From an optimization exercise on the open Yosys and OpenROAD flow, aimed at small area; shortcuts taken in it are not production practice.
The RTL was checked by simulation tests, not by an equivalence proof against the original design.
Power and IR drop assume default switching activity. The flow treats the clock pin as an ideal source, which a real chip does not have.

--- flow/config.mk ---
export PLATFORM = sky130hd
export DESIGN_NAME = rhd_recorder
export DESIGN_NICKNAME = rhd_recorder
export VERILOG_FILES = /design/flow/design.v
export SDC_FILE = /design/flow/constraint.sdc
export NUM_CORES = 4
export LEC_CHECK = 0
export CAP_MARGIN = 20
export CORE_MARGIN = 2
export CORE_UTILIZATION = 40
export CTS_BUF_LIST = sky130_fd_sc_hd__clkbuf_16
export CTS_CLUSTER_DIAMETER = 70
export CTS_CLUSTER_SIZE = 32
export SLEW_MARGIN = 20
--- flow/constraint.sdc ---
create_clock -name core_clock -period 10.0 [get_ports {clk}]
set_input_delay 2.0000 -clock core_clock [delete_from_list [all_inputs] [get_ports {clk}]]
set_output_delay 2.0000 -clock core_clock [all_outputs]
set_load 0.01 [all_outputs]
--- flow/design.v ---
`default_nettype none
package rhd_pkg;
    typedef logic [16-1:0] sample_t;
    typedef logic [16-1:0] cmd_word_t;
    typedef logic [5:0] channel_t;    
    typedef logic [$clog2(2 * 4 * 32)-1:0] sample_index_t;
    typedef struct packed {
        sample_t b;    
        sample_t a;    
    } line_reply_t;
    typedef logic [4*2*16-1:0] frame_row_t;
    typedef struct packed {
        logic       en;
        channel_t   addr;
        frame_row_t row;
    } row_write_t;
    typedef enum logic [2:0] {
        READY,
        LOAD,
        TX,
        RX,
        STREAM
    } seq_state_t;
endpackage
`default_nettype wire
`timescale 1ns/1ns
`default_nettype none
module rhd_recorder (
    input  wire                        clk,
    input  wire                        rstn,
    input  wire                        record_start,
    input  wire [4-1:0]  miso,
    output logic                       busy,
    output logic                       done,
    output logic                       cs,
    output logic                       sclk,
    output logic                       mosi,
    output rhd_pkg::channel_t          channel,
    output logic                       sample_valid,
    output rhd_pkg::sample_index_t     sample_index,
    output rhd_pkg::sample_t           sample_data
);
    localparam int XFER  = 2 * 2 * 16 + 3 + 3;    
    localparam int RING  = XFER - 1;                                                    
    localparam int FIRST = 2;                                          
    localparam int LAST  = 2 + 32 - 1;                  
    logic       strm;      
    logic [6:0] u;         
    logic       act;       
    logic       xfer;      
    assign u    = sample_index[6:0];
    assign xfer = busy && !strm;
    assign act  = !strm && (channel <= 6'(LAST));    
    assign done = strm && !sample_valid && (sample_index == 8'd0);
    always_ff @(posedge clk) begin
        if (!rstn) begin
            busy         <= 1'b0;
            strm         <= 1'b0;
            channel      <= '0;
            sample_index <= '0;
            sample_valid <= 1'b0;
        end else begin
            sample_index <= sample_index + 1'b1;
            if (!busy) begin
                sample_index <= '0;
                if (record_start) begin
                    busy    <= 1'b1;
                    channel <= '0;
                end
            end else if (!strm) begin
                if (u == 7'(XFER - 1)) begin
                    sample_index <= '0;
                    if (channel == 6'(40 - 1)) begin
                        strm         <= 1'b1;
                        sample_index <= 8'd254;    
                    end else begin
                        channel <= channel + 1'b1;
                    end
                end
            end else begin
                if (sample_index == 8'd255) begin
                    sample_valid <= !sample_valid;
                end
                if (done) begin
                    busy <= 1'b0;
                    strm <= 1'b0;
                end
            end
        end
    end
    logic       in_word;
    logic [3:0] bit_pos;    
    logic       cmd_bit;
    logic       last_bit;   
    assign in_word = (u >= 7'd2) && (u <= 7'd65);
    assign bit_pos = 4'd15 - 4'((u - 7'd2) >> 2);
    assign cs      = !(xfer && in_word);
    assign sclk    = xfer && (u >= 7'd4) && (u <= 7'd65) && !u[1];
    always_comb begin
        if (channel < 6'(32)) begin
            cmd_bit = (bit_pos >= 4'd8 && bit_pos <= 4'd13) ? channel[bit_pos[2:0]] : (bit_pos == 4'd0);
        end else begin
            cmd_bit = (bit_pos >= 4'd8);
        end
        if (u >= 7'd66) begin
            last_bit = (channel < 6'(32));
        end else begin
            last_bit = (channel >= 6'd1) && (channel <= 6'(32));
        end
        mosi = xfer && (in_word ? cmd_bit : last_bit);
    end
    logic [16-1:0] ins_a, ins_b;
    logic [32-1:0] ch_ge;
    for (genvar i = 0; i < 16; i++) begin : g_ins
        assign ins_a[i] = act && (u == 7'(5 + 4 * i));
        assign ins_b[i] = act && (u == 7'(3 + 4 * i));
    end
    for (genvar k = 0; k < 32; k++) begin : g_ch
        assign ch_ge[k] = (channel >= 6'(FIRST + k));
    end
    logic [68:0] ring_0;
    always_ff @(posedge clk) begin
        ring_0 <= {ring_0[67:0], ring_0[68]};
        if (ins_a[15]) ring_0[26] <= miso[0];
        if (ins_b[15]) ring_0[61] <= miso[0];
        if (ins_a[15] && !ch_ge[5]) ring_0[31] <= miso[1];
    end
    logic [68:0] ring_1;
    always_ff @(posedge clk) begin
        ring_1 <= {ring_1[67:0], ring_1[68]};
        if (ins_a[15]) ring_1[31] <= miso[1];
        if (ins_b[15]) ring_1[66] <= miso[1];
        if (ins_a[15] && !ch_ge[10]) ring_1[36] <= miso[2];
    end
    logic [68:0] ring_2;
    always_ff @(posedge clk) begin
        ring_2 <= {ring_2[67:0], ring_2[68]};
        if (ins_a[15]) ring_2[36] <= miso[2];
        if (ins_b[15]) ring_2[2] <= miso[2];
        if (ins_a[15] && !ch_ge[15]) ring_2[41] <= miso[3];
    end
    logic [22:0] ring_3;
    always_ff @(posedge clk) begin
        ring_3 <= {ring_3[21:0], ring_3[22]};
        if (ins_a[15] && ch_ge[15]) ring_3[18] <= miso[3];
        if (ins_b[15] && !ch_ge[6]) ring_3[7] <= miso[3];
    end
    logic [22:0] ring_4;
    always_ff @(posedge clk) begin
        ring_4 <= {ring_4[21:0], ring_4[22]};
        if (ins_b[15] && !ch_ge[29]) ring_4[7] <= miso[3];
    end
    logic [2:0] ring_5;
    always_ff @(posedge clk) begin
        ring_5 <= {ring_5[1:0], ring_5[2]};
        if (ins_b[15]) ring_5[2] <= miso[3];
    end
    logic [68:0] ring_6;
    always_ff @(posedge clk) begin
        ring_6 <= {ring_6[67:0], ring_6[68]};
        if (ins_a[14]) ring_6[22] <= miso[0];
        if (ins_b[14]) ring_6[57] <= miso[0];
        if (ins_a[14] && !ch_ge[5]) ring_6[27] <= miso[1];
    end
    logic [68:0] ring_7;
    always_ff @(posedge clk) begin
        ring_7 <= {ring_7[67:0], ring_7[68]};
        if (ins_a[14]) ring_7[27] <= miso[1];
        if (ins_b[14]) ring_7[62] <= miso[1];
        if (ins_a[14] && !ch_ge[10]) ring_7[32] <= miso[2];
    end
    logic [68:0] ring_8;
    always_ff @(posedge clk) begin
        ring_8 <= {ring_8[67:0], ring_8[68]};
        if (ins_a[14]) ring_8[32] <= miso[2];
        if (ins_b[14]) ring_8[67] <= miso[2];
        if (ins_a[14] && !ch_ge[15]) ring_8[37] <= miso[3];
    end
    logic [22:0] ring_9;
    always_ff @(posedge clk) begin
        ring_9 <= {ring_9[21:0], ring_9[22]};
        if (ins_a[14] && ch_ge[15]) ring_9[14] <= miso[3];
        if (ins_b[14] && !ch_ge[6]) ring_9[3] <= miso[3];
    end
    logic [22:0] ring_10;
    always_ff @(posedge clk) begin
        ring_10 <= {ring_10[21:0], ring_10[22]};
        if (ins_b[14] && !ch_ge[29]) ring_10[3] <= miso[3];
    end
    logic [2:0] ring_11;
    always_ff @(posedge clk) begin
        ring_11 <= {ring_11[1:0], ring_11[2]};
        if (ins_b[14]) ring_11[1] <= miso[3];
    end
    logic [68:0] ring_12;
    always_ff @(posedge clk) begin
        ring_12 <= {ring_12[67:0], ring_12[68]};
        if (ins_a[13]) ring_12[18] <= miso[0];
        if (ins_b[13]) ring_12[53] <= miso[0];
        if (ins_a[13] && !ch_ge[5]) ring_12[23] <= miso[1];
    end
    logic [68:0] ring_13;
    always_ff @(posedge clk) begin
        ring_13 <= {ring_13[67:0], ring_13[68]};
        if (ins_a[13]) ring_13[23] <= miso[1];
        if (ins_b[13]) ring_13[58] <= miso[1];
        if (ins_a[13] && !ch_ge[10]) ring_13[28] <= miso[2];
    end
    logic [68:0] ring_14;
    always_ff @(posedge clk) begin
        ring_14 <= {ring_14[67:0], ring_14[68]};
        if (ins_a[13]) ring_14[28] <= miso[2];
        if (ins_b[13]) ring_14[63] <= miso[2];
        if (ins_a[13] && !ch_ge[15]) ring_14[33] <= miso[3];
    end
    logic [22:0] ring_15;
    always_ff @(posedge clk) begin
        ring_15 <= {ring_15[21:0], ring_15[22]};
        if (ins_a[13] && ch_ge[15]) ring_15[10] <= miso[3];
        if (ins_b[13] && !ch_ge[6]) ring_15[22] <= miso[3];
    end
    logic [22:0] ring_16;
    always_ff @(posedge clk) begin
        ring_16 <= {ring_16[21:0], ring_16[22]};
        if (ins_b[13] && !ch_ge[29]) ring_16[22] <= miso[3];
    end
    logic [2:0] ring_17;
    always_ff @(posedge clk) begin
        ring_17 <= {ring_17[1:0], ring_17[2]};
        if (ins_b[13]) ring_17[0] <= miso[3];
    end
    logic [68:0] ring_18;
    always_ff @(posedge clk) begin
        ring_18 <= {ring_18[67:0], ring_18[68]};
        if (ins_a[12]) ring_18[14] <= miso[0];
        if (ins_b[12]) ring_18[49] <= miso[0];
        if (ins_a[12] && !ch_ge[5]) ring_18[19] <= miso[1];
    end
    logic [68:0] ring_19;
    always_ff @(posedge clk) begin
        ring_19 <= {ring_19[67:0], ring_19[68]};
        if (ins_a[12]) ring_19[19] <= miso[1];
        if (ins_b[12]) ring_19[54] <= miso[1];
        if (ins_a[12] && !ch_ge[10]) ring_19[24] <= miso[2];
    end
    logic [68:0] ring_20;
    always_ff @(posedge clk) begin
        ring_20 <= {ring_20[67:0], ring_20[68]};
        if (ins_a[12]) ring_20[24] <= miso[2];
        if (ins_b[12]) ring_20[59] <= miso[2];
        if (ins_a[12] && !ch_ge[15]) ring_20[29] <= miso[3];
    end
    logic [22:0] ring_21;
    always_ff @(posedge clk) begin
        ring_21 <= {ring_21[21:0], ring_21[22]};
        if (ins_a[12] && ch_ge[15]) ring_21[6] <= miso[3];
        if (ins_b[12] && !ch_ge[6]) ring_21[18] <= miso[3];
    end
    logic [22:0] ring_22;
    always_ff @(posedge clk) begin
        ring_22 <= {ring_22[21:0], ring_22[22]};
        if (ins_b[12] && !ch_ge[29]) ring_22[18] <= miso[3];
    end
    logic [2:0] ring_23;
    always_ff @(posedge clk) begin
        ring_23 <= {ring_23[1:0], ring_23[2]};
        if (ins_b[12]) ring_23[2] <= miso[3];
    end
    logic [68:0] ring_24;
    always_ff @(posedge clk) begin
        ring_24 <= {ring_24[67:0], ring_24[68]};
        if (ins_a[11]) ring_24[10] <= miso[0];
        if (ins_b[11]) ring_24[45] <= miso[0];
        if (ins_a[11] && !ch_ge[5]) ring_24[15] <= miso[1];
    end
    logic [68:0] ring_25;
    always_ff @(posedge clk) begin
        ring_25 <= {ring_25[67:0], ring_25[68]};
        if (ins_a[11]) ring_25[15] <= miso[1];
        if (ins_b[11]) ring_25[50] <= miso[1];
        if (ins_a[11] && !ch_ge[10]) ring_25[20] <= miso[2];
    end
    logic [68:0] ring_26;
    always_ff @(posedge clk) begin
        ring_26 <= {ring_26[67:0], ring_26[68]};
        if (ins_a[11]) ring_26[20] <= miso[2];
        if (ins_b[11]) ring_26[55] <= miso[2];
        if (ins_a[11] && !ch_ge[15]) ring_26[25] <= miso[3];
    end
    logic [22:0] ring_27;
    always_ff @(posedge clk) begin
        ring_27 <= {ring_27[21:0], ring_27[22]};
        if (ins_a[11] && ch_ge[15]) ring_27[2] <= miso[3];
        if (ins_b[11] && !ch_ge[6]) ring_27[14] <= miso[3];
    end
    logic [22:0] ring_28;
    always_ff @(posedge clk) begin
        ring_28 <= {ring_28[21:0], ring_28[22]};
        if (ins_b[11] && !ch_ge[29]) ring_28[14] <= miso[3];
    end
    logic [2:0] ring_29;
    always_ff @(posedge clk) begin
        ring_29 <= {ring_29[1:0], ring_29[2]};
        if (ins_b[11]) ring_29[1] <= miso[3];
    end
    logic [68:0] ring_30;
    always_ff @(posedge clk) begin
        ring_30 <= {ring_30[67:0], ring_30[68]};
        if (ins_a[10]) ring_30[6] <= miso[0];
        if (ins_b[10]) ring_30[41] <= miso[0];
        if (ins_a[10] && !ch_ge[5]) ring_30[11] <= miso[1];
    end
    logic [68:0] ring_31;
    always_ff @(posedge clk) begin
        ring_31 <= {ring_31[67:0], ring_31[68]};
        if (ins_a[10]) ring_31[11] <= miso[1];
        if (ins_b[10]) ring_31[46] <= miso[1];
        if (ins_a[10] && !ch_ge[10]) ring_31[16] <= miso[2];
    end
    logic [68:0] ring_32;
    always_ff @(posedge clk) begin
        ring_32 <= {ring_32[67:0], ring_32[68]};
        if (ins_a[10]) ring_32[16] <= miso[2];
        if (ins_b[10]) ring_32[51] <= miso[2];
        if (ins_a[10] && !ch_ge[15]) ring_32[21] <= miso[3];
    end
    logic [22:0] ring_33;
    always_ff @(posedge clk) begin
        ring_33 <= {ring_33[21:0], ring_33[22]};
        if (ins_a[10] && ch_ge[15]) ring_33[21] <= miso[3];
        if (ins_b[10] && !ch_ge[6]) ring_33[10] <= miso[3];
    end
    logic [22:0] ring_34;
    always_ff @(posedge clk) begin
        ring_34 <= {ring_34[21:0], ring_34[22]};
        if (ins_b[10] && !ch_ge[29]) ring_34[10] <= miso[3];
    end
    logic [2:0] ring_35;
    always_ff @(posedge clk) begin
        ring_35 <= {ring_35[1:0], ring_35[2]};
        if (ins_b[10]) ring_35[0] <= miso[3];
    end
    logic [68:0] ring_36;
    always_ff @(posedge clk) begin
        ring_36 <= {ring_36[67:0], ring_36[68]};
        if (ins_a[9]) ring_36[2] <= miso[0];
        if (ins_b[9]) ring_36[37] <= miso[0];
        if (ins_a[9] && !ch_ge[5]) ring_36[7] <= miso[1];
    end
    logic [68:0] ring_37;
    always_ff @(posedge clk) begin
        ring_37 <= {ring_37[67:0], ring_37[68]};
        if (ins_a[9]) ring_37[7] <= miso[1];
        if (ins_b[9]) ring_37[42] <= miso[1];
        if (ins_a[9] && !ch_ge[10]) ring_37[12] <= miso[2];
    end
    logic [68:0] ring_38;
    always_ff @(posedge clk) begin
        ring_38 <= {ring_38[67:0], ring_38[68]};
        if (ins_a[9]) ring_38[12] <= miso[2];
        if (ins_b[9]) ring_38[47] <= miso[2];
        if (ins_a[9] && !ch_ge[15]) ring_38[17] <= miso[3];
    end
    logic [22:0] ring_39;
    always_ff @(posedge clk) begin
        ring_39 <= {ring_39[21:0], ring_39[22]};
        if (ins_a[9] && ch_ge[15]) ring_39[17] <= miso[3];
        if (ins_b[9] && !ch_ge[6]) ring_39[6] <= miso[3];
    end
    logic [22:0] ring_40;
    always_ff @(posedge clk) begin
        ring_40 <= {ring_40[21:0], ring_40[22]};
        if (ins_b[9] && !ch_ge[29]) ring_40[6] <= miso[3];
    end
    logic [2:0] ring_41;
    always_ff @(posedge clk) begin
        ring_41 <= {ring_41[1:0], ring_41[2]};
        if (ins_b[9]) ring_41[2] <= miso[3];
    end
    logic [68:0] ring_42;
    always_ff @(posedge clk) begin
        ring_42 <= {ring_42[67:0], ring_42[68]};
        if (ins_a[8]) ring_42[67] <= miso[0];
        if (ins_b[8]) ring_42[33] <= miso[0];
        if (ins_a[8] && !ch_ge[5]) ring_42[3] <= miso[1];
    end
    logic [68:0] ring_43;
    always_ff @(posedge clk) begin
        ring_43 <= {ring_43[67:0], ring_43[68]};
        if (ins_a[8]) ring_43[3] <= miso[1];
        if (ins_b[8]) ring_43[38] <= miso[1];
        if (ins_a[8] && !ch_ge[10]) ring_43[8] <= miso[2];
    end
    logic [68:0] ring_44;
    always_ff @(posedge clk) begin
        ring_44 <= {ring_44[67:0], ring_44[68]};
        if (ins_a[8]) ring_44[8] <= miso[2];
        if (ins_b[8]) ring_44[43] <= miso[2];
        if (ins_a[8] && !ch_ge[15]) ring_44[13] <= miso[3];
    end
    logic [22:0] ring_45;
    always_ff @(posedge clk) begin
        ring_45 <= {ring_45[21:0], ring_45[22]};
        if (ins_a[8] && ch_ge[15]) ring_45[13] <= miso[3];
        if (ins_b[8] && !ch_ge[6]) ring_45[2] <= miso[3];
    end
    logic [22:0] ring_46;
    always_ff @(posedge clk) begin
        ring_46 <= {ring_46[21:0], ring_46[22]};
        if (ins_b[8] && !ch_ge[29]) ring_46[2] <= miso[3];
    end
    logic [2:0] ring_47;
    always_ff @(posedge clk) begin
        ring_47 <= {ring_47[1:0], ring_47[2]};
        if (ins_b[8]) ring_47[1] <= miso[3];
    end
    logic [68:0] ring_48;
    always_ff @(posedge clk) begin
        ring_48 <= {ring_48[67:0], ring_48[68]};
        if (ins_a[7]) ring_48[63] <= miso[0];
        if (ins_b[7]) ring_48[29] <= miso[0];
        if (ins_a[7] && !ch_ge[5]) ring_48[68] <= miso[1];
    end
    logic [68:0] ring_49;
    always_ff @(posedge clk) begin
        ring_49 <= {ring_49[67:0], ring_49[68]};
        if (ins_a[7]) ring_49[68] <= miso[1];
        if (ins_b[7]) ring_49[34] <= miso[1];
        if (ins_a[7] && !ch_ge[10]) ring_49[4] <= miso[2];
    end
    logic [68:0] ring_50;
    always_ff @(posedge clk) begin
        ring_50 <= {ring_50[67:0], ring_50[68]};
        if (ins_a[7]) ring_50[4] <= miso[2];
        if (ins_b[7]) ring_50[39] <= miso[2];
        if (ins_a[7] && !ch_ge[15]) ring_50[9] <= miso[3];
    end
    logic [22:0] ring_51;
    always_ff @(posedge clk) begin
        ring_51 <= {ring_51[21:0], ring_51[22]};
        if (ins_a[7] && ch_ge[15]) ring_51[9] <= miso[3];
        if (ins_b[7] && !ch_ge[6]) ring_51[21] <= miso[3];
    end
    logic [22:0] ring_52;
    always_ff @(posedge clk) begin
        ring_52 <= {ring_52[21:0], ring_52[22]};
        if (ins_b[7] && !ch_ge[29]) ring_52[21] <= miso[3];
    end
    logic [2:0] ring_53;
    always_ff @(posedge clk) begin
        ring_53 <= {ring_53[1:0], ring_53[2]};
        if (ins_b[7]) ring_53[0] <= miso[3];
    end
    logic [68:0] ring_54;
    always_ff @(posedge clk) begin
        ring_54 <= {ring_54[67:0], ring_54[68]};
        if (ins_a[6]) ring_54[59] <= miso[0];
        if (ins_b[6]) ring_54[25] <= miso[0];
        if (ins_a[6] && !ch_ge[5]) ring_54[64] <= miso[1];
    end
    logic [68:0] ring_55;
    always_ff @(posedge clk) begin
        ring_55 <= {ring_55[67:0], ring_55[68]};
        if (ins_a[6]) ring_55[64] <= miso[1];
        if (ins_b[6]) ring_55[30] <= miso[1];
        if (ins_a[6] && !ch_ge[10]) ring_55[0] <= miso[2];
    end
    logic [68:0] ring_56;
    always_ff @(posedge clk) begin
        ring_56 <= {ring_56[67:0], ring_56[68]};
        if (ins_a[6]) ring_56[0] <= miso[2];
        if (ins_b[6]) ring_56[35] <= miso[2];
        if (ins_a[6] && !ch_ge[15]) ring_56[5] <= miso[3];
    end
    logic [22:0] ring_57;
    always_ff @(posedge clk) begin
        ring_57 <= {ring_57[21:0], ring_57[22]};
        if (ins_a[6] && ch_ge[15]) ring_57[5] <= miso[3];
        if (ins_b[6] && !ch_ge[6]) ring_57[17] <= miso[3];
    end
    logic [22:0] ring_58;
    always_ff @(posedge clk) begin
        ring_58 <= {ring_58[21:0], ring_58[22]};
        if (ins_b[6] && !ch_ge[29]) ring_58[17] <= miso[3];
    end
    logic [2:0] ring_59;
    always_ff @(posedge clk) begin
        ring_59 <= {ring_59[1:0], ring_59[2]};
        if (ins_b[6]) ring_59[2] <= miso[3];
    end
    logic [68:0] ring_60;
    always_ff @(posedge clk) begin
        ring_60 <= {ring_60[67:0], ring_60[68]};
        if (ins_a[5]) ring_60[55] <= miso[0];
        if (ins_b[5]) ring_60[21] <= miso[0];
        if (ins_a[5] && !ch_ge[5]) ring_60[60] <= miso[1];
    end
    logic [68:0] ring_61;
    always_ff @(posedge clk) begin
        ring_61 <= {ring_61[67:0], ring_61[68]};
        if (ins_a[5]) ring_61[60] <= miso[1];
        if (ins_b[5]) ring_61[26] <= miso[1];
        if (ins_a[5] && !ch_ge[10]) ring_61[65] <= miso[2];
    end
    logic [68:0] ring_62;
    always_ff @(posedge clk) begin
        ring_62 <= {ring_62[67:0], ring_62[68]};
        if (ins_a[5]) ring_62[65] <= miso[2];
        if (ins_b[5]) ring_62[31] <= miso[2];
        if (ins_a[5] && !ch_ge[15]) ring_62[1] <= miso[3];
    end
    logic [22:0] ring_63;
    always_ff @(posedge clk) begin
        ring_63 <= {ring_63[21:0], ring_63[22]};
        if (ins_a[5] && ch_ge[15]) ring_63[1] <= miso[3];
        if (ins_b[5] && !ch_ge[6]) ring_63[13] <= miso[3];
    end
    logic [22:0] ring_64;
    always_ff @(posedge clk) begin
        ring_64 <= {ring_64[21:0], ring_64[22]};
        if (ins_b[5] && !ch_ge[29]) ring_64[13] <= miso[3];
    end
    logic [2:0] ring_65;
    always_ff @(posedge clk) begin
        ring_65 <= {ring_65[1:0], ring_65[2]};
        if (ins_b[5]) ring_65[1] <= miso[3];
    end
    logic [68:0] ring_66;
    always_ff @(posedge clk) begin
        ring_66 <= {ring_66[67:0], ring_66[68]};
        if (ins_a[4]) ring_66[51] <= miso[0];
        if (ins_b[4]) ring_66[17] <= miso[0];
        if (ins_a[4] && !ch_ge[5]) ring_66[56] <= miso[1];
    end
    logic [68:0] ring_67;
    always_ff @(posedge clk) begin
        ring_67 <= {ring_67[67:0], ring_67[68]};
        if (ins_a[4]) ring_67[56] <= miso[1];
        if (ins_b[4]) ring_67[22] <= miso[1];
        if (ins_a[4] && !ch_ge[10]) ring_67[61] <= miso[2];
    end
    logic [68:0] ring_68;
    always_ff @(posedge clk) begin
        ring_68 <= {ring_68[67:0], ring_68[68]};
        if (ins_a[4]) ring_68[61] <= miso[2];
        if (ins_b[4]) ring_68[27] <= miso[2];
        if (ins_a[4] && !ch_ge[15]) ring_68[66] <= miso[3];
    end
    logic [22:0] ring_69;
    always_ff @(posedge clk) begin
        ring_69 <= {ring_69[21:0], ring_69[22]};
        if (ins_a[4] && ch_ge[15]) ring_69[20] <= miso[3];
        if (ins_b[4] && !ch_ge[6]) ring_69[9] <= miso[3];
    end
    logic [22:0] ring_70;
    always_ff @(posedge clk) begin
        ring_70 <= {ring_70[21:0], ring_70[22]};
        if (ins_b[4] && !ch_ge[29]) ring_70[9] <= miso[3];
    end
    logic [2:0] ring_71;
    always_ff @(posedge clk) begin
        ring_71 <= {ring_71[1:0], ring_71[2]};
        if (ins_b[4]) ring_71[0] <= miso[3];
    end
    logic [68:0] ring_72;
    always_ff @(posedge clk) begin
        ring_72 <= {ring_72[67:0], ring_72[68]};
        if (ins_a[3]) ring_72[47] <= miso[0];
        if (ins_b[3]) ring_72[13] <= miso[0];
        if (ins_a[3] && !ch_ge[5]) ring_72[52] <= miso[1];
    end
    logic [68:0] ring_73;
    always_ff @(posedge clk) begin
        ring_73 <= {ring_73[67:0], ring_73[68]};
        if (ins_a[3]) ring_73[52] <= miso[1];
        if (ins_b[3]) ring_73[18] <= miso[1];
        if (ins_a[3] && !ch_ge[10]) ring_73[57] <= miso[2];
    end
    logic [68:0] ring_74;
    always_ff @(posedge clk) begin
        ring_74 <= {ring_74[67:0], ring_74[68]};
        if (ins_a[3]) ring_74[57] <= miso[2];
        if (ins_b[3]) ring_74[23] <= miso[2];
        if (ins_a[3] && !ch_ge[15]) ring_74[62] <= miso[3];
    end
    logic [22:0] ring_75;
    always_ff @(posedge clk) begin
        ring_75 <= {ring_75[21:0], ring_75[22]};
        if (ins_a[3] && ch_ge[15]) ring_75[16] <= miso[3];
        if (ins_b[3] && !ch_ge[6]) ring_75[5] <= miso[3];
    end
    logic [22:0] ring_76;
    always_ff @(posedge clk) begin
        ring_76 <= {ring_76[21:0], ring_76[22]};
        if (ins_b[3] && !ch_ge[29]) ring_76[5] <= miso[3];
    end
    logic [2:0] ring_77;
    always_ff @(posedge clk) begin
        ring_77 <= {ring_77[1:0], ring_77[2]};
        if (ins_b[3]) ring_77[2] <= miso[3];
    end
    logic [68:0] ring_78;
    always_ff @(posedge clk) begin
        ring_78 <= {ring_78[67:0], ring_78[68]};
        if (ins_a[2]) ring_78[43] <= miso[0];
        if (ins_b[2]) ring_78[9] <= miso[0];
        if (ins_a[2] && !ch_ge[5]) ring_78[48] <= miso[1];
    end
    logic [68:0] ring_79;
    always_ff @(posedge clk) begin
        ring_79 <= {ring_79[67:0], ring_79[68]};
        if (ins_a[2]) ring_79[48] <= miso[1];
        if (ins_b[2]) ring_79[14] <= miso[1];
        if (ins_a[2] && !ch_ge[10]) ring_79[53] <= miso[2];
    end
    logic [68:0] ring_80;
    always_ff @(posedge clk) begin
        ring_80 <= {ring_80[67:0], ring_80[68]};
        if (ins_a[2]) ring_80[53] <= miso[2];
        if (ins_b[2]) ring_80[19] <= miso[2];
        if (ins_a[2] && !ch_ge[15]) ring_80[58] <= miso[3];
    end
    logic [22:0] ring_81;
    always_ff @(posedge clk) begin
        ring_81 <= {ring_81[21:0], ring_81[22]};
        if (ins_a[2] && ch_ge[15]) ring_81[12] <= miso[3];
        if (ins_b[2] && !ch_ge[6]) ring_81[1] <= miso[3];
    end
    logic [22:0] ring_82;
    always_ff @(posedge clk) begin
        ring_82 <= {ring_82[21:0], ring_82[22]};
        if (ins_b[2] && !ch_ge[29]) ring_82[1] <= miso[3];
    end
    logic [2:0] ring_83;
    always_ff @(posedge clk) begin
        ring_83 <= {ring_83[1:0], ring_83[2]};
        if (ins_b[2]) ring_83[1] <= miso[3];
    end
    logic [68:0] ring_84;
    always_ff @(posedge clk) begin
        ring_84 <= {ring_84[67:0], ring_84[68]};
        if (ins_a[1]) ring_84[39] <= miso[0];
        if (ins_b[1]) ring_84[5] <= miso[0];
        if (ins_a[1] && !ch_ge[5]) ring_84[44] <= miso[1];
    end
    logic [68:0] ring_85;
    always_ff @(posedge clk) begin
        ring_85 <= {ring_85[67:0], ring_85[68]};
        if (ins_a[1]) ring_85[44] <= miso[1];
        if (ins_b[1]) ring_85[10] <= miso[1];
        if (ins_a[1] && !ch_ge[10]) ring_85[49] <= miso[2];
    end
    logic [68:0] ring_86;
    always_ff @(posedge clk) begin
        ring_86 <= {ring_86[67:0], ring_86[68]};
        if (ins_a[1]) ring_86[49] <= miso[2];
        if (ins_b[1]) ring_86[15] <= miso[2];
        if (ins_a[1] && !ch_ge[15]) ring_86[54] <= miso[3];
    end
    logic [22:0] ring_87;
    always_ff @(posedge clk) begin
        ring_87 <= {ring_87[21:0], ring_87[22]};
        if (ins_a[1] && ch_ge[15]) ring_87[8] <= miso[3];
        if (ins_b[1] && !ch_ge[6]) ring_87[20] <= miso[3];
    end
    logic [22:0] ring_88;
    always_ff @(posedge clk) begin
        ring_88 <= {ring_88[21:0], ring_88[22]};
        if (ins_b[1] && !ch_ge[29]) ring_88[20] <= miso[3];
    end
    logic [2:0] ring_89;
    always_ff @(posedge clk) begin
        ring_89 <= {ring_89[1:0], ring_89[2]};
        if (ins_b[1]) ring_89[0] <= miso[3];
    end
    logic [68:0] ring_90;
    always_ff @(posedge clk) begin
        ring_90 <= {ring_90[67:0], ring_90[68]};
        if (ins_a[0]) ring_90[35] <= miso[0];
        if (ins_b[0]) ring_90[1] <= miso[0];
        if (ins_a[0] && !ch_ge[5]) ring_90[40] <= miso[1];
    end
    logic [68:0] ring_91;
    always_ff @(posedge clk) begin
        ring_91 <= {ring_91[67:0], ring_91[68]};
        if (ins_a[0]) ring_91[40] <= miso[1];
        if (ins_b[0]) ring_91[6] <= miso[1];
        if (ins_a[0] && !ch_ge[10]) ring_91[45] <= miso[2];
    end
    logic [68:0] ring_92;
    always_ff @(posedge clk) begin
        ring_92 <= {ring_92[67:0], ring_92[68]};
        if (ins_a[0]) ring_92[45] <= miso[2];
        if (ins_b[0]) ring_92[11] <= miso[2];
        if (ins_a[0] && !ch_ge[15]) ring_92[50] <= miso[3];
    end
    logic [22:0] ring_93;
    always_ff @(posedge clk) begin
        ring_93 <= {ring_93[21:0], ring_93[22]};
        if (ins_a[0] && ch_ge[15]) ring_93[4] <= miso[3];
        if (ins_b[0] && !ch_ge[6]) ring_93[16] <= miso[3];
    end
    logic [22:0] ring_94;
    always_ff @(posedge clk) begin
        ring_94 <= {ring_94[21:0], ring_94[22]};
        if (ins_b[0] && !ch_ge[29]) ring_94[16] <= miso[3];
    end
    logic [2:0] ring_95;
    always_ff @(posedge clk) begin
        ring_95 <= {ring_95[1:0], ring_95[2]};
        if (ins_b[0]) ring_95[2] <= miso[3];
    end
    wire seg_0_68 = (sample_index <= 8'd68);
    wire seg_69_137 = (sample_index >= 8'd69) && (sample_index <= 8'd137);
    wire seg_138_206 = (sample_index >= 8'd138) && (sample_index <= 8'd206);
    wire seg_207_229 = (sample_index >= 8'd207) && (sample_index <= 8'd229);
    wire seg_230_252 = (sample_index >= 8'd230) && (sample_index <= 8'd252);
    wire seg_253_255 = (sample_index >= 8'd253);
    always_comb begin
        sample_data[0] = (seg_0_68 && ring_0[0]) || (seg_69_137 && ring_1[0]) || (seg_138_206 && ring_2[0]) || (seg_207_229 && ring_3[0]) || (seg_230_252 && ring_4[0]) || (seg_253_255 && ring_5[1]);
        sample_data[1] = (seg_0_68 && ring_6[0]) || (seg_69_137 && ring_7[0]) || (seg_138_206 && ring_8[0]) || (seg_207_229 && ring_9[0]) || (seg_230_252 && ring_10[0]) || (seg_253_255 && ring_11[1]);
        sample_data[2] = (seg_0_68 && ring_12[0]) || (seg_69_137 && ring_13[0]) || (seg_138_206 && ring_14[0]) || (seg_207_229 && ring_15[0]) || (seg_230_252 && ring_16[0]) || (seg_253_255 && ring_17[1]);
        sample_data[3] = (seg_0_68 && ring_18[0]) || (seg_69_137 && ring_19[0]) || (seg_138_206 && ring_20[0]) || (seg_207_229 && ring_21[0]) || (seg_230_252 && ring_22[0]) || (seg_253_255 && ring_23[1]);
        sample_data[4] = (seg_0_68 && ring_24[0]) || (seg_69_137 && ring_25[0]) || (seg_138_206 && ring_26[0]) || (seg_207_229 && ring_27[0]) || (seg_230_252 && ring_28[0]) || (seg_253_255 && ring_29[1]);
        sample_data[5] = (seg_0_68 && ring_30[0]) || (seg_69_137 && ring_31[0]) || (seg_138_206 && ring_32[0]) || (seg_207_229 && ring_33[0]) || (seg_230_252 && ring_34[0]) || (seg_253_255 && ring_35[1]);
        sample_data[6] = (seg_0_68 && ring_36[0]) || (seg_69_137 && ring_37[0]) || (seg_138_206 && ring_38[0]) || (seg_207_229 && ring_39[0]) || (seg_230_252 && ring_40[0]) || (seg_253_255 && ring_41[1]);
        sample_data[7] = (seg_0_68 && ring_42[0]) || (seg_69_137 && ring_43[0]) || (seg_138_206 && ring_44[0]) || (seg_207_229 && ring_45[0]) || (seg_230_252 && ring_46[0]) || (seg_253_255 && ring_47[1]);
        sample_data[8] = (seg_0_68 && ring_48[0]) || (seg_69_137 && ring_49[0]) || (seg_138_206 && ring_50[0]) || (seg_207_229 && ring_51[0]) || (seg_230_252 && ring_52[0]) || (seg_253_255 && ring_53[1]);
        sample_data[9] = (seg_0_68 && ring_54[0]) || (seg_69_137 && ring_55[0]) || (seg_138_206 && ring_56[0]) || (seg_207_229 && ring_57[0]) || (seg_230_252 && ring_58[0]) || (seg_253_255 && ring_59[1]);
        sample_data[10] = (seg_0_68 && ring_60[0]) || (seg_69_137 && ring_61[0]) || (seg_138_206 && ring_62[0]) || (seg_207_229 && ring_63[0]) || (seg_230_252 && ring_64[0]) || (seg_253_255 && ring_65[1]);
        sample_data[11] = (seg_0_68 && ring_66[0]) || (seg_69_137 && ring_67[0]) || (seg_138_206 && ring_68[0]) || (seg_207_229 && ring_69[0]) || (seg_230_252 && ring_70[0]) || (seg_253_255 && ring_71[1]);
        sample_data[12] = (seg_0_68 && ring_72[0]) || (seg_69_137 && ring_73[0]) || (seg_138_206 && ring_74[0]) || (seg_207_229 && ring_75[0]) || (seg_230_252 && ring_76[0]) || (seg_253_255 && ring_77[1]);
        sample_data[13] = (seg_0_68 && ring_78[0]) || (seg_69_137 && ring_79[0]) || (seg_138_206 && ring_80[0]) || (seg_207_229 && ring_81[0]) || (seg_230_252 && ring_82[0]) || (seg_253_255 && ring_83[1]);
        sample_data[14] = (seg_0_68 && ring_84[0]) || (seg_69_137 && ring_85[0]) || (seg_138_206 && ring_86[0]) || (seg_207_229 && ring_87[0]) || (seg_230_252 && ring_88[0]) || (seg_253_255 && ring_89[1]);
        sample_data[15] = (seg_0_68 && ring_90[0]) || (seg_69_137 && ring_91[0]) || (seg_138_206 && ring_92[0]) || (seg_207_229 && ring_93[0]) || (seg_230_252 && ring_94[0]) || (seg_253_255 && ring_95[1]);
    end
endmodule
`default_nettype wire
--- flow/flow/run.sh ---
#!/bin/bash
# Standard layout with two CTS/port-buffer changes: no dummy loads in the
# clock tree, and the smallest buffer on the ports.
set -euo pipefail
cd "$(dirname "$0")/.."
bash standard.sh \
  "CTS_ARGS=-sink_clustering_enable -repair_clock_nets -sink_clustering_size 35 -sink_clustering_max_diameter 70 -buf_list sky130_fd_sc_hd__clkbuf_16 -dont_use_dummy_load" \
  "BUFFER_PORTS_ARGS=-buffer_cell sky130_fd_sc_hd__buf_1" \
  finish > flow_make.log 2>&1
--- flow/standard.sh ---
#!/bin/bash
# synth_recipe.tcl (not shown) runs the flow's synth.tcl, then flattens the netlist and writes it again
# the make line also repeats each setting of config.mk as NAME=value (left out here)
make -C /OpenROAD-flow-scripts/flow DESIGN_CONFIG=/design/flow/config.mk WORK_HOME=/design/flow/orfs CLKGATE_MAP_FILE= SYNTH_SCRIPT=/design/flow/synth_recipe.tcl "${@:-finish}"
==> summary.md, run 1 <==
| Metric | Value |
|---|---|
| GR Util met3 | `1.92%` |
| Post-synthesis sequential area ratio | `94.4%` |
| Setup slack at placement | `4.70 ns` |
| Post-DP HPWL | `62.2 mm` |
| Final Setup Violations | `0` |
| EDFF count, synth | `0` |
| Synth warn | `1` |
| Placed instance count | `7654` |
| Post-Layout Cell Count | `7801` |
| GRT Total Usage | `10.0%` |
| Clock Skews | `0.0740 ns` |
| Peak VDD IR | `0.000164 V` |
| Largest net degree at the start of global routing | `56` |
| Power Density | `247 mW/mm2` |
| Syn Area/Cell | `18.2 um2` |
| Worst-margin pin slew | `1.08 ns` |
| First drt pass iteration count | `5` |
| Core Area | `0.217 mm2` |
| Via count | `30.3k` |
| Ys flop type | `dfxtp_1` |
| PortBufs | `42` |
| Comb power frac | `0.2%` |
| Cell variety after synth | `54` |
| Slew Viols, Final | `0` |
| Syn-to-layout area delta | `8.45%` |
| Pwr Total | `23.3 mW` |
| Clock power share | `29.5%` |
| Pleak | `37.3 nW` |
| Clock slew at reported path FFs | `0.11 ns` |
| Flop pwr share | `70.3%` |
| Row Count | `171` |
| Die height | `471 um` |
| Cts hold-fix bufs | `0` |
| TritonCTS clock tree | `built` |
| Critical Path Fanout Max | `16` |
| Antenna violations before repair | `4` |
| Met2 GRT Util | `14.7%` |
| Cell area after synthesis | `0.0872 mm2` |
| Drt total wl | `111 mm` |
| CP startpoint kind | `register` |
| Chip width | `471 um` |
| Die Area | `0.222 mm2` |
| Int Pwr | `19.0 mW` |
| Final RePlAce weighted congestion | `0.779` |
| Clock buffer depth | `3` |
| GR peak layer | `met1` |
| Clock Latency Late Sink | `0.79 ns` |
| Net count after synthesis | `4810` |
| Met1 usage | `14.9%` |
| Post-route DRC | `0` |
| Post-Syn Instances | `4790` |
| Setup TNS Final | `0 ns` |
| Iter 0 DRT Violations | `1885` |
| Worst setup EP type | `primary output` |
| Status | `complete, no violations` |
| Vias in the first global route | `29.8k` |
| Root buf cell | `clkbuf_16` |
| Via density | `3.89` |
| Critical path class | `reg -> out` |
| Max cap viols | `0` |
| Unrepaired setup endpoints after global routing | `false` |
| Worst hold slack | `0.243 ns` |
| Async set or reset register ratio after synthesis | `0%` |
| Final worst slack | `3.88 ns` |
| Critical Path AT | `4.12 ns` |
| Initial Util | `40.2%` |
| Proportion of layout cells with a drive suffix above 1 | `7.50%` |
| Switching Share | `18.5%` |
| Worst EP required | `8.00 ns` |
| Clock buffer count from CTS | `144` |
| Final hold vios | `0` |
| Post-DRT Antenna Nets | `0` |
| Num ports | `43` |
| Routed WL per cell | `14.3 um` |
| Final nets | `4966` |
| # Post-CTS Setup Buffers | `0` |
| First-pass GRT wire length | `173 mm` |
| Grt total ovfl | `0` |
| Net Switching | `4.32 mW` |
| Tmin final | `6.12 ns` |
| Rel. slew slack | `27.7%` |
| Clk sinks | `4113` |
| Yosys reg bits | `4113` |
| Final worst-path cycle share | `61.2%` |
| Hold Crit Class | `reg -> reg` |
| Highest Clock Rate | `163 MHz` |
| Cts repair resizes | `0` |
| Htree depth | `4` |
==> kinds of logic after synthesis <==
family,synth area share (%)
AO/OA/AOI/OAI,0.848
XOR/XNOR,0.131
adder cells (fa/ha/maj),0.187
buffers and inverters,0.309
flip-flops,94.4
multiplexers,2.41
AND/OR/NAND/NOR,1.67
==> worst paths after layout <==
check,from,to,slack (ns),cells after the start
min,ring_18[52],ring_18[53],0.24,0
max reg2reg,sample_index[1],ring_37[12],7.00,7
max,sample_index[1],sample_data[8],3.88,9
min reg2reg,ring_18[52],ring_18[53],0.24,0
==> cell type report <==
cell class	instances	area, um2
fillers	18800	122000
flip-flops and latches	4113	82300
multi-input cells	613	4650
clock buffers	144	3600
well taps	2854	3570
repair buffers	66	345
inverters	8	30.0
diodes	3	7.51
==> cells in the final DEF, fill, tap and decap left out, drive strengths merged, types with 2 or more instances in the layout <==
master,synthesis,layout
dfxtp,4113,4113
mux2,184,184
clkbuf,40,146
nand2,139,139
nor2,70,70
buf,16,64
nand3,37,37
a222oi,32,32
o21ai,27,27
nor3,15,15
ha,13,13
a21oi,9,9
inv,8,8
xnor2,7,7
xor2,6,6
nor4,6,6
nor2b,5,5
nand2b,5,5
o31ai,4,4
nand3b,4,4
and2,4,4
nor4b,4,4
diode,0,3
a31oi,3,3
mux2i,3,3
and3,3,3
nand4,3,3
or3,3,3
nor3b,3,3
a21boi,3,3
o21a,2,2
o22ai,2,2
a21o,2,2
or4b,2,2
o311ai,2,2
==> cells in the mapped netlist, types with 5 or more instances <==
library cell | count | area share (%)
ha_1 | 13 | 0.19
a222oi_1 | 32 | 0.37
nor2_1 | 66 | 0.28
mux2_2 | 171 | 2.2
nor2b_1 | 5 | 0.036
clkbuf_1 | 40 | 0.17
nor3_1 | 6 | 0.034
nand2b_1 | 5 | 0.036
a21oi_1 | 9 | 0.052
nor3_4 | 6 | 0.11
o21ai_0 | 27 | 0.15
dfxtp_1 | 4113 | 94
inv_1 | 8 | 0.034
buf_2 | 11 | 0.063
nor4_1 | 6 | 0.043
mux2_1 | 13 | 0.17
xnor2_1 | 7 | 0.070
xor2_1 | 6 | 0.060
nand3_1 | 37 | 0.21
nand2_1 | 139 | 0.60
==> critical path: stages, from the launching register on <==
cell and delay (ns):
dfxtp_1 0.55, inv_1 0.19, ha_1 0.29, nand2b_1 0.20, a2111oi_0 0.81, o32ai_4 0.14
buf_4 0.29, a222oi_1 0.38, nand2_1 0.27, buf_1 0.20
==> through the flow <==
step | util (%) | cell area [um2]
2_1_floorplan | - | 87200
3_3_place_gp | 41.9 | 90900
3_5_place_dp | 41.9 | 90900
4_1_cts | 43.6 | 94500
5_1_grt | 43.6 | 94500
6_report | 43.6 | 94600
==> per-layer routing <==
metal | wire length, um | vias up
met3 | 3640 | 193
li1 | - | 15200
met5 | 0 | -
met4 | 2780 | 0
met1 | 58500 | 14600
met2 | 46600 | 326
==> power groups by stage <==
stage | combinational, mW | sequential [mW] | clock (mW)
after CTS | 0.0405 | 16.4 | 7.14
after global placement | 0.0401 | 16.8 | 0
after floorplan | 0.0168 | 16.8 | 0
after global routing | 0.0412 | 16.4 | 7.69
final | 0.0382 | 16.4 | 6.90
after detailed placement | 0.0404 | 16.8 | 0
==> run 2: changes to the inputs <==
==> flow/flow/run.sh (replaced) <==
#!/bin/bash
# Standard layout with two CTS/port-buffer changes: no dummy loads in the
# clock tree, and the smallest buffer on the ports.
set -euo pipefail
cd "$(dirname "$0")/.."
bash standard.sh \
  "CTS_ARGS=-sink_clustering_enable -repair_clock_nets -sink_clustering_size 32 -sink_clustering_max_diameter 70 -buf_list {sky130_fd_sc_hd__clkbuf_8 sky130_fd_sc_hd__clkbuf_16} -sink_clustering_buffer sky130_fd_sc_hd__clkbuf_16 -dont_use_dummy_load" \
  "BUFFER_PORTS_ARGS=-buffer_cell sky130_fd_sc_hd__buf_1" \
  finish > flow_make.log 2>&1
==> summary.md, run 2 <==
| Metric | Value |
|---|---|
| Status | `complete, no violations` |
| Post-DRT Antenna Nets | `0 (unchanged)` |
| Clock buffer depth | `3 (unchanged)` |
| Comb power frac | `0.2% (about the same)` |
| Max cap viols | `0 (unchanged)` |
| Clock slew at reported path FFs | `0.10 ns (about the same)` |
| Post-route DRC | `0 (unchanged)` |
| Final core utilization | `43.7% (+0.10 points)` |
| Clk sinks | `4113 (unchanged)` |
| Die Area | `0.222 mm2 (unchanged)` |
| Highest Clock Rate | `163 MHz (about the same)` |
| Hold Crit Class | `reg -> reg` |
| Share of the synthesized area in the top cell type | `94.4% (unchanged)` |
| Critical path class | `reg -> out` |
| Row Count | `171 (unchanged)` |
| Cts hold-fix bufs | `0 (unchanged)` |
| Rel. slew slack | `25.0% (-2.7 points)` |
| Post-DP HPWL | `62.2 mm (unchanged)` |
| Htree depth | `4 (unchanged)` |
| Final RePlAce weighted congestion | `0.779 (unchanged)` |
| Cts repair resizes | `0 (unchanged)` |
| CP startpoint kind | `register` |
| Pleak | `37.4 nW (+0.30%)` |
| Cell area after synthesis | `0.0872 mm2 (unchanged)` |
| Worst EP required | `8.00 ns (about the same)` |
| EDFF count, synth | `0 (unchanged)` |
| Metal-1 WL | `58.5 mm (about the same)` |
| Routed WL per cell | `14.3 um (about the same)` |
| Clock Skews | `0.118 ns (+0.0439 ns)` |
| Count leader, synth | `dfxtp_1` |
| Root buf cell | `clkbuf_16` |
| Worst-margin pin slew | `1.11 ns (+0.0285 ns)` |
| Antenna violations before repair | `7 (+3)` |
| Most frequent cells in the layout | `dfxtp_1, mux2_2, clkbuf_16` |
| Hold Path Origin | `ring_54[36]` |
| Post-Syn Instances | `4790 (unchanged)` |
| Proportion of layout cells with a drive suffix above 1 | `7.67% (+0.17 points)` |
| Final worst-path cycle share | `61.2% (about the same)` |
| Flop pwr share | `69.7% (-0.6 points)` |
| Largest net degree at the start of global routing | `56 (unchanged)` |
| Ys flop type | `dfxtp_1` |
| Grt total ovfl | `0 (unchanged)` |
| Reg2reg path depth | `6 (-1)` |
| Clock Latency Late Sink | `0.80 ns (about the same)` |
| Initial Util | `40.2% (unchanged)` |
| GRT Total Usage | `10.0% (about the same)` |
| Peak VDD IR | `0.000161 V (-1.8%)` |
| Power Density | `248 mW/mm2 (+0.53%)` |
| First drt pass iteration count | `5 (unchanged)` |
| Via density | `3.90 (+0.27%)` |
| Tmin final | `6.12 ns (+0.000130 ns)` |
| Reg2Reg Setup Slack | `6.96 ns (-0.04 ns)` |
| Commonest cells post-synth | `dfxtp_1, mux2_2, nand2_1` |
| Yosys reg bits | `4113 (unchanged)` |
| Hold EP | `ring_54[37]` |
| Top layer reached by signal wires | `met4` |
| Clock power share | `30.1% (+0.6 points)` |
| Die height | `471 um (unchanged)` |
| Syn-to-layout area delta | `8.71%` |
| Final nets | `4975 (+0.18%)` |
| Critical Path Fanout Max | `16 (unchanged)` |
| Vias in the first global route | `29.7k (-0.18%)` |
| Int Pwr | `19.2 mW (+0.78%)` |
| Slew Viols, Final | `0 (unchanged)` |
| Routed met2 length | `46.5 mm (about the same)` |
| Commonest non-fill, non-tap cell in the layout | `dfxtp_1` |
| WHS Path Cells | `0 (unchanged)` |
| PortBufs | `42 (unchanged)` |
| Critical Path AT | `4.12 ns (about the same)` |
| Core Area | `0.217 mm2 (unchanged)` |
| Net Switching | `4.35 mW (+0.73%)` |
| Syn Area/Cell | `18.2 um2 (unchanged)` |
| Net count after synthesis | `4810 (unchanged)` |
| Worst setup EP type | `primary output` |
| Post-synth top area cell | `dfxtp_1` |
| Post-synthesis sequential area ratio | `94.4% (unchanged)` |
| Cell variety after synth | `54 (unchanged)` |
| Via count | `30.4k (+0.38%)` |
| Iter 0 DRT Violations | `1766 (-6.3%)` |
| Final hold vios | `0 (unchanged)` |
| # Post-CTS Setup Buffers | `0 (unchanged)` |
| TritonCTS clock tree | `built` |
| R2R Path Start | `sample_index[1]` |
| Unrepaired setup endpoints after global routing | `false` |
| Metal3 WL | `3.72 mm (+2.3%)` |
| First-pass GRT wire length | `173 mm (about the same)` |
| Async set or reset register ratio after synthesis | `0% (unchanged)` |
| Synth warn | `1 (unchanged)` |
| Reg2Reg Capture Point | `ring_37[7]` |
| Drt total wl | `111 mm (about the same)` |
| Setup TNS Final | `0 ns (unchanged)` |
| Chip width | `471 um (unchanged)` |
| Clock buffer count from CTS | `153 (+6.3%)` |
| Top cells by area, synth | `dfxtp_1, mux2_2, nand2_1` |
| Switching Share | `18.5% (about the same)` |
| Num ports | `43 (unchanged)` |
| Final Setup Violations | `0 (unchanged)` |
-- run 2: cell counts after synthesis --
Identical to the previous run, type by type.
-- run 2: kinds of logic (layout without fill, tap and decap cells) --
kind of cell    after synthesis  after routing  share of synthesized area (%)
other cells                   0              3                              0
xor+xnor                     13             13                          0.131
fa+ha+maj                    13             13                          0.187
compound gates               96             96                          0.848
flops                      4113           4113                           94.4
mux                         187            187                           2.41
buf+inv                      64            227                          0.309
simple gates                304            304                           1.67
-- run 2: worst max-delay path, stage by stage (launching register included) --
cell and delay, ns:
dfxtp_1 0.56, inv_1 0.19, ha_1 0.30, nand2b_1 0.20, a2111oi_0 0.81, o32ai_4 0.14
buf_4 0.30, a222oi_1 0.41, nand2_1 0.26, buf_1 0.19
-- run 2: power groups by stage --
stage               logic [mW]  registers (mW)  clock network (mW)
floorplan               0.0168            16.8                   0
global placement        0.0401            16.8                   0
detailed placement      0.0404            16.8                   0
CTS                     0.0404            16.4                7.33
global route            0.0413            16.4                7.89
finish                  0.0385            16.4                7.08
-- run 2: stage by stage --
step / worst slack (ns) / instance area (um2) / power, mW / hold slack (ns) / instances
2_1_floorplan: 5.66 / 87200 / 16.8 / 0.310 / 4790
3_3_place_gp: 4.91 / 90900 / 16.8 / 0.310 / 7654
3_5_place_dp: 4.70 / 90900 / 16.8 / 0.312 / 7654
4_1_cts: 3.84 / 94800 / 23.8 / 0.262 / 7807
5_1_grt: 3.49 / 94800 / 24.3 / 0.254 / 7808
6_report: 3.88 / 94800 / 23.5 / 0.258 / 7810
-- run 2: routing by layer --
metal  GRT usage (%)  vias to the layer above
met2            14.8                      349
met3            1.97                      199
met4            3.09                        0
li1                -                    15300
met5               0                        -
met1            14.8                    14600
-- run 2: layout make-up --
class	instances	area, um2
antenna	3	7.51
clock buffer	153	3830
fill	18800	122000
inverter	8	30.0
multi-input combinational	613	4650
sequential	4113	82300
tap	2854	3570
timing repair buffer	66	345
-- run 2: worst max-delay path by stage --
stage | startpoint | end | slack (ns) | cells past startpoint
final | sample_index[1] | sample_data[3] | 3.88 | 9
after global routing | sample_index[1] | sample_data[15] | 3.49 | 9
after CTS | sample_index[1] | sample_data[7] | 3.84 | 9
after detailed placement | sample_index[1] | sample_data[7] | 4.70 | 9
after global placement | sample_index[1] | sample_data[11] | 4.91 | 9
after floorplan | sample_index[1] | sample_data[0] | 5.66 | 8
==> run 3: changes to the inputs <==
==> flow/flow/run.sh (replaced) <==
#!/bin/bash
# Standard layout with two CTS/port-buffer changes: no dummy loads in the
# clock tree, and the smallest buffer on the ports.
set -euo pipefail
cd "$(dirname "$0")/.."
bash standard.sh \
  "CTS_ARGS=-sink_clustering_enable -repair_clock_nets -sink_clustering_size 37 -sink_clustering_max_diameter 70 -buf_list sky130_fd_sc_hd__clkbuf_16 -dont_use_dummy_load" \
  "BUFFER_PORTS_ARGS=-buffer_cell sky130_fd_sc_hd__buf_1" \
  finish > flow_make.log 2>&1
==> summary.md, run 3 <==
| Metric | Value |
|---|---|
| Post-Syn Instances | `4790 (unchanged)` |
| Die height | `471 um (unchanged)` |
| Clock slew at reported path FFs | `0.12 ns (+0.02 ns)` |
| Syn Area/Cell | `18.2 um2 (unchanged)` |
| Post-route DRC | `0 (unchanged)` |
| Cells along the critical path | `inv_1 > ha_1 > nand2b_1 > a2111oi_0 > o32ai_4 > buf_4 > a222oi_1 > nand2_1 > buf_1` |
| Final Setup Violations | `0 (unchanged)` |
| Max cap viols | `0 (unchanged)` |
| Cell area after synthesis | `0.0872 mm2 (unchanged)` |
| Drt total wl | `112 mm (about the same)` |
| PortBufs | `42 (unchanged)` |
| Setup TNS Final | `0 ns (unchanged)` |
| Status | `complete, no violations` |
| Highest Clock Rate | `162 MHz (-0.70%)` |
| Routed WL per cell | `14.3 um (+0.29%)` |
| Critical path class | `reg -> out` |
| Cell area after layout | `0.0944 mm2 (-0.40%)` |
| TritonCTS clock tree | `built` |
| Largest net degree at the start of global routing | `56 (unchanged)` |
| Via density | `3.89 (-0.28%)` |
| Via count | `30.3k (-0.49%)` |
| Unrepaired setup endpoints after global routing | `false` |
| Final RePlAce weighted congestion | `0.779 (unchanged)` |
| Initial Util | `40.2% (unchanged)` |
| Most frequent cells in the layout | `dfxtp_1, mux2_2, nand2_1` |
| Commonest cells post-synth | `dfxtp_1, mux2_2, nand2_1` |
| Post-DP HPWL | `62.2 mm (unchanged)` |
| Clock buffer count from CTS | `138 (-9.8%)` |
| Iter 0 DRT Violations | `1810 (+2.5%)` |
| Cts repair resizes | `0 (unchanged)` |
| Async set or reset register ratio after synthesis | `0% (unchanged)` |
| Post-synthesis sequential area ratio | `94.4% (unchanged)` |
| Slowest CP cell | `a2111oi_0` |
| Core Area | `0.217 mm2 (unchanged)` |
| Num ports | `43 (unchanged)` |
| Final worst-path cycle share | `61.7% (+0.43 points)` |
| Tmin final | `6.17 ns (+0.0431 ns)` |
| Ys flop type | `dfxtp_1` |
| Worst EP required | `8.00 ns (about the same)` |
| Peak VDD IR | `0.000189 V (+18%)` |
| Final nets | `4960 (-0.30%)` |
| Final core utilization | `43.5% (-0.17 points)` |
| First drt pass iteration count | `7 (+2)` |
| First-pass GRT wire length | `173 mm (about the same)` |
| Htree depth | `4 (unchanged)` |
| Post-synth top area cell | `dfxtp_1` |
| Net count after synthesis | `4810 (unchanged)` |
| Critical Path AT | `4.17 ns (+0.05 ns)` |
| Worst setup EP type | `primary output` |
| Post-DRT Antenna Nets | `0 (unchanged)` |
| Final hold vios | `0 (unchanged)` |
| Antenna violations before repair | `5 (-2)` |
| Placed cell area | `0.0909 mm2 (unchanged)` |
| EDFF count, synth | `0 (unchanged)` |
| GRT Total Usage | `10.0% (about the same)` |
| Hold Crit Class | `reg -> reg` |
| Cts hold-fix bufs | `0 (unchanged)` |
| Clock Skews | `0.0754 ns (-0.0425 ns)` |
| Row Count | `171 (unchanged)` |
| Rel. slew slack | `30.9% (+5.9 points)` |
| Count leader, synth | `dfxtp_1` |
| Filler Cells Inserted | `18.8k (+0.085%)` |
| Clock buffer depth | `3 (unchanged)` |
| Critical Path Fanout Max | `16 (unchanged)` |
| Root buf cell | `clkbuf_16` |
| Grt total ovfl | `0 (unchanged)` |
| Slew Viols, Final | `0 (unchanged)` |
| Syn-to-layout area delta | `8.28%` |
| Crit-path max cell delay | `0.87 ns (+0.06 ns)` |
| Synth warn | `1 (unchanged)` |
| Commonest non-fill, non-tap cell in the layout | `dfxtp_1` |
| Cell variety after synth | `54 (unchanged)` |
| Chip width | `471 um (unchanged)` |
| Vias in the first global route | `29.7k (-0.13%)` |
| Die Area | `0.222 mm2 (unchanged)` |
| Power Density | `246 mW/mm2 (-0.80%)` |
| Proportion of layout cells with a drive suffix above 1 | `7.39% (-0.28 points)` |
| CP startpoint kind | `register` |
| Share of the synthesized area in the top cell type | `94.4% (unchanged)` |
| Top cells by area, synth | `dfxtp_1, mux2_2, nand2_1` |
| Clock Latency Late Sink | `0.82 ns (+0.02 ns)` |
| # Post-CTS Setup Buffers | `0 (unchanged)` |
| Yosys reg bits | `4113 (unchanged)` |
| Worst-margin pin slew | `1.03 ns (-0.0765 ns)` |
| Clk sinks | `4113 (unchanged)` |
| Pleak | `37.2 nW (-0.49%)` |
==> run 3: changes by cell type in the layout (fill, tap and decap cells not counted), sizes merged <==
cell	before	now
diode	3	2
clkbuf	155	140
==> run 3: critical path: cells and delay by family, from the launching register on <==
family                   cells  cell delay, ns
AO/OA/AOI/OAI                3            1.41
adder cells (fa/ha/maj)      1            0.29
buffers and inverters        3            0.68
flip-flops                   1            0.55
AND/OR/NAND/NOR              2            0.46
==> run 3: worst paths after layout <==
check	start	endpoint	slack, ns	cells after the start
worst max-delay path	sample_index[1]	sample_data[3]	3.83	9
worst min register to register	ring_6[2]	ring_6[3]	0.26	0
worst max register to register	channel[0]	ring_37[7]	7.02	7
worst min-delay path	ring_6[2]	ring_6[3]	0.26	0
==> run 3: routing by layer <==
| metal | vias to the layer above | global-route usage (%) | wire length, um |
|---|---|---|---|
| li1 | 15200 | - | - |
| met4 | 0 | 3.09 | 2610 |
| met2 | 353 | 14.8 | 46400 |
| met5 | - | 0 | 0 |
| met1 | 14600 | 14.8 | 58900 |
| met3 | 176 | 1.97 | 3600 |
==> run 3: layout make-up <==
| cell class | count | area (um2) | area share, % |
|---|---|---|---|
| inverter | 8 | 30.0 | 0.0318 |
| antenna | 2 | 5.00 | 0.00530 |
| multi-input combinational | 613 | 4650 | 4.93 |
| clock buffer | 138 | 3450 | 3.66 |
| timing repair buffer | 66 | 345 | 0.366 |
| tap | 2854 | 3570 | 3.78 |
| sequential | 4113 | 82300 | 87.2 |
==> run 3: logic make-up (layout without fill, tap and decap cells) <==
kind of cell | count (synthesis) | after routing | synth area share (%)
compound gates | 96 | 96 | 0.848
xor+xnor | 13 | 13 | 0.131
fa+ha+maj | 13 | 13 | 0.187
buf+inv | 64 | 212 | 0.309
flops | 4113 | 4113 | 94.4
mux | 187 | 187 | 2.41
other cells | 0 | 2 | 0
simple gates | 304 | 304 | 1.67
==> run 3: power breakdown <==
| group | internal [mW] | leakage [nW] | switching (mW) | total (mW) |
|---|---|---|---|---|
| registers | 16.4 | 33.2 | 0.00883 | 16.4 |
| clock network | 2.51 | 1.70 | 4.28 | 6.79 |
| logic | 0.00688 | 2.25 | 0.0316 | 0.0385 |
| total | 18.9 | 37.2 | 4.32 | 23.2 |
==> run 3: through the flow <==
step | setup slack, ns | std cells | power [mW] | hold WS (ns)
finish | 3.83 | 7794 | 23.2 | 0.263
global route | 3.62 | 7793 | 24.0 | 0.261
global placement | 4.91 | 7654 | 16.8 | 0.310
CTS | 3.85 | 7792 | 23.5 | 0.267
detailed placement | 4.70 | 7654 | 16.8 | 0.312
floorplan | 5.66 | 4790 | 16.8 | 0.310
==> run 4: changes to the inputs <==
==> flow/flow/run.sh (replaced) <==
#!/bin/bash
# Standard layout with two CTS/port-buffer changes: no dummy loads in the
# clock tree, and the smallest buffer on the ports.
set -euo pipefail
cd "$(dirname "$0")/.."
bash standard.sh \
  "CTS_ARGS=-sink_clustering_enable -repair_clock_nets -sink_clustering_size 35 -sink_clustering_max_diameter 130 -buf_list sky130_fd_sc_hd__clkbuf_16 -dont_use_dummy_load" \
  "BUFFER_PORTS_ARGS=-buffer_cell sky130_fd_sc_hd__buf_1" \
  finish > flow_make.log 2>&1
==> summary.md, run 4 <==
| Metric | Value |
|---|---|
| Tmin final | `6.31 ns (+0.149 ns)` |
| First-pass GRT wire length | `173 mm (about the same)` |
| Vias in the first global route | `29.6k (-0.21%)` |
| GRT Total Usage | `10.0% (about the same)` |
| Share of the synthesized area in the top cell type | `94.4% (unchanged)` |
| Crit-path max cell delay | `0.91 ns (+0.04 ns)` |
| Syn-to-layout area delta | `8.20% (about the same)` |
| Num ports | `43 (unchanged)` |
| Pleak | `37.1 nW (about the same)` |
| Flop pwr share | `70.8% (+0.2 points)` |
| Filler Cells Inserted | `18.8k (+0.059%)` |
| Post-DP HPWL | `62.2 mm (unchanged)` |
| Commonest cells post-synth | `dfxtp_1, mux2_2, nand2_1` |
| Clk sinks | `4113 (unchanged)` |
| Clock slew at reported path FFs | `0.12 ns (about the same)` |
| Post-synth top area cell | `dfxtp_1` |
| Cell variety after synth | `54 (unchanged)` |
| Async set or reset register ratio after synthesis | `0% (unchanged)` |
| Final hold vios | `0 (unchanged)` |
| Hold EP | `ring_20[60]` |
| Pwr Total | `23.2 mW (-0.29%)` |
| Reg2reg path depth | `7 (unchanged)` |
| Net Switching | `4.30 mW (-0.36%)` |
| Clock buffer count from CTS | `135 (-2.2%)` |
| Cells along the critical path | `inv_1 > ha_1 > nand2b_1 > a2111oi_0 > o32ai_4 > buf_4 > a222oi_1 > nand2_1 > buf_1` |
| Status | `complete, no violations` |
| WHS Path Cells | `0 (unchanged)` |
| Hold Path Origin | `ring_20[59]` |
| Final Setup Violations | `0 (unchanged)` |
| Cts repair resizes | `0 (unchanged)` |
| Via density | `3.87 (-0.34%)` |
| Worst EP required | `8.00 ns (about the same)` |
| Final worst-path cycle share | `63.1% (+1.5 points)` |
| Htree depth | `4 (unchanged)` |
| Slew Viols, Final | `0 (unchanged)` |
| Proportion of layout cells with a drive suffix above 1 | `7.34% (-0.056 points)` |
| Reg2Reg Setup Slack | `6.95 ns (-0.07 ns)` |
| Worst setup EP type | `primary output` |
| Clock power share | `29.0% (-0.2 points)` |
| Comb power frac | `0.2% (about the same)` |
| Int Pwr | `18.9 mW (-0.27%)` |
| Syn Area/Cell | `18.2 um2 (unchanged)` |
| Synth warn | `1 (unchanged)` |
| Count leader, synth | `dfxtp_1` |
| Die height | `471 um (unchanged)` |
| Critical path class | `reg -> out` |
| Root buf cell | `clkbuf_16` |
| Slowest CP cell | `a2111oi_0` |
| Final nets | `4957 (-0.060%)` |
| Post-synthesis sequential area ratio | `94.4% (unchanged)` |
| Critical Path Fanout Max | `16 (unchanged)` |
| Hold Crit Class | `reg -> reg` |
| First drt pass iteration count | `5 (-2)` |
| Reg2Reg Capture Point | `ring_37[12]` |
| Via count | `30.2k (-0.34%)` |
| Die Area | `0.222 mm2 (unchanged)` |
| Cell area after layout | `0.0943 mm2 (about the same)` |
| Antenna violations before repair | `6 (+1)` |
| PortBufs | `42 (unchanged)` |
| Power Density | `246 mW/mm2 (-0.22%)` |
| Commonest non-fill, non-tap cell in the layout | `dfxtp_1` |
| Switching Share | `18.6% (about the same)` |
| Yosys reg bits | `4113 (unchanged)` |
| Unrepaired setup endpoints after global routing | `false` |
| Routed WL per cell | `14.3 um (-0.17%)` |
| Row Count | `171 (unchanged)` |
| Ys flop type | `dfxtp_1` |
| Post-route DRC | `0 (unchanged)` |
| Drt total wl | `111 mm (-0.17%)` |
| # Post-CTS Setup Buffers | `0 (unchanged)` |
| CP startpoint kind | `register` |
| Final RePlAce weighted congestion | `0.779 (unchanged)` |
| Critical Path AT | `4.31 ns (+0.14 ns)` |
| TritonCTS clock tree | `built` |
| R2R Path Start | `sample_index[1]` |
| Peak VDD IR | `0.000186 V (-1.6%)` |
| Net count after synthesis | `4810 (unchanged)` |
| Worst-margin pin slew | `1.09 ns (+0.0551 ns)` |
| Clock Skews | `0.0584 ns (-0.0170 ns)` |
| Iter 0 DRT Violations | `1877 (+3.7%)` |
| Cts hold-fix bufs | `0 (unchanged)` |
| Initial Util | `40.2% (unchanged)` |
| Setup TNS Final | `0 ns (unchanged)` |
| Clock buffer depth | `3 (unchanged)` |
| Rel. slew slack | `27.2% (-3.7 points)` |
| Final worst slack | `3.69 ns (-0.149 ns)` |
| Grt total ovfl | `0 (unchanged)` |
| Largest net degree at the start of global routing | `56 (unchanged)` |
| Chip width | `471 um (unchanged)` |
| Setup slack at placement | `4.70 ns (unchanged)` |
| Top cells by area, synth | `dfxtp_1, mux2_2, nand2_1` |
| EDFF count, synth | `0 (unchanged)` |
| Max cap viols | `0 (unchanged)` |
| Cell area after synthesis | `0.0872 mm2 (unchanged)` |
| Post-DRT Antenna Nets | `0 (unchanged)` |
| Most frequent cells in the layout | `dfxtp_1, mux2_2, nand2_1` |
| Highest Clock Rate | `158 MHz (-2.4%)` |
| Post-Syn Instances | `4790 (unchanged)` |
| Core Area | `0.217 mm2 (unchanged)` |
| Placed cell area | `0.0909 mm2 (unchanged)` |
| Clock Latency Late Sink | `0.79 ns (-0.03 ns)` |
==> run 4: cell counts after synthesis <==
Identical to the previous run, type by type.
==> run 4: cells by family after synthesis <==
family | share of synthesized area [%]
AOI/OAI and AO/OA | 0.848
buffers and inverters | 0.309
muxes | 2.41
and+or+nand+nor | 1.67
adders and majority gates | 0.187
xor gates and xnor gates | 0.131
DFF | 94.4
==> run 4: cell type report <==
type | instances | area, um2 | area share (%)
clock buffer | 135 | 3380 | 3.58
tap | 2854 | 3570 | 3.79
timing repair buffer | 66 | 345 | 0.366
antenna | 5 | 12.5 | 0.0133
inverter | 8 | 30.0 | 0.0318
sequential | 4113 | 82300 | 87.3
multi-input combinational | 613 | 4650 | 4.93
==> run 4: stage by stage <==
step / utilization [%] / hold WS [ns] / std cells
2_1_floorplan: - / 0.310 / 4790
3_3_place_gp: 41.9 / 0.310 / 7654
3_5_place_dp: 41.9 / 0.312 / 7654
4_1_cts: 43.5 / 0.293 / 7789
5_1_grt: 43.5 / 0.298 / 7790
6_report: 43.5 / 0.292 / 7794
==> run 4: worst max-delay path, delay by kind of cell, from the launching register on <==
kind                     cells  cell delay [ns]
buffers and inverters        3             0.69
AND/OR/NAND/NOR              2             0.49
adder cells (fa/ha/maj)      1             0.30
AO/OA/AOI/OAI                3             1.44
flip-flops                   1             0.58
==> run 4: power groups by stage <==
stage / sequential [mW] / clock [mW] / combinational [mW]
after global placement: 16.8 / 0 / 0.0401
after global routing: 16.4 / 7.51 / 0.0412
after detailed placement: 16.8 / 0 / 0.0404
final: 16.4 / 6.73 / 0.0384
after CTS: 16.4 / 6.96 / 0.0404
after floorplan: 16.8 / 0 / 0.0168
==> run 4: layer usage <==
metal | track usage [%] | vias to the layer above | wire length [um]
met4 | 2.98 | 0 | 2580
met3 | 1.88 | 176 | 3430
met2 | 14.8 | 316 | 46400
li1 | - | 15200 | -
met1 | 14.9 | 14500 | 59000
met5 | 0 | - | 0
==> run 4: how the worst max path moves through the flow <==
stage | startpoint | end | slack, ns | cells after the start
floorplan | sample_index[1] | sample_data[0] | 5.66 | 8
global placement | sample_index[1] | sample_data[11] | 4.91 | 9
detailed placement | sample_index[1] | sample_data[7] | 4.70 | 9
CTS | sample_index[1] | sample_data[7] | 3.78 | 9
global route | sample_index[1] | sample_data[15] | 3.44 | 9
finish | sample_index[1] | sample_data[3] | 3.69 | 9

[static timing again, ports no longer ideal]
The results above use ideal ports. As a check the final layouts listed here were re-extracted and re-timed, cells and wires unchanged.
Step 1, drivers: a clkbuf_16 drives clk and a buf_2 each remaining input, both assumed.
Step 2, shift: input delay + t, output delay - t, t = (earliest + latest rising clock arrival at the registers) / 2. This alone moves slack from input paths to output paths.
a / b / c = ideal ports / drivers / drivers and shift; a / b = the first two.
| run | t, ns | slack for setup (ns) |
|---|---|---|
| run 1 | 0.847 | 3.878 / 3.794 / 4.640 |
| run 2 | 0.827 | 3.877 / 3.795 / 4.621 |
| run 3 | 0.850 | 3.834 / 3.758 / 4.608 |
| run 4 | 0.850 | 3.686 / 3.610 / 4.460 |
After both steps every run listed still meets setup and hold.
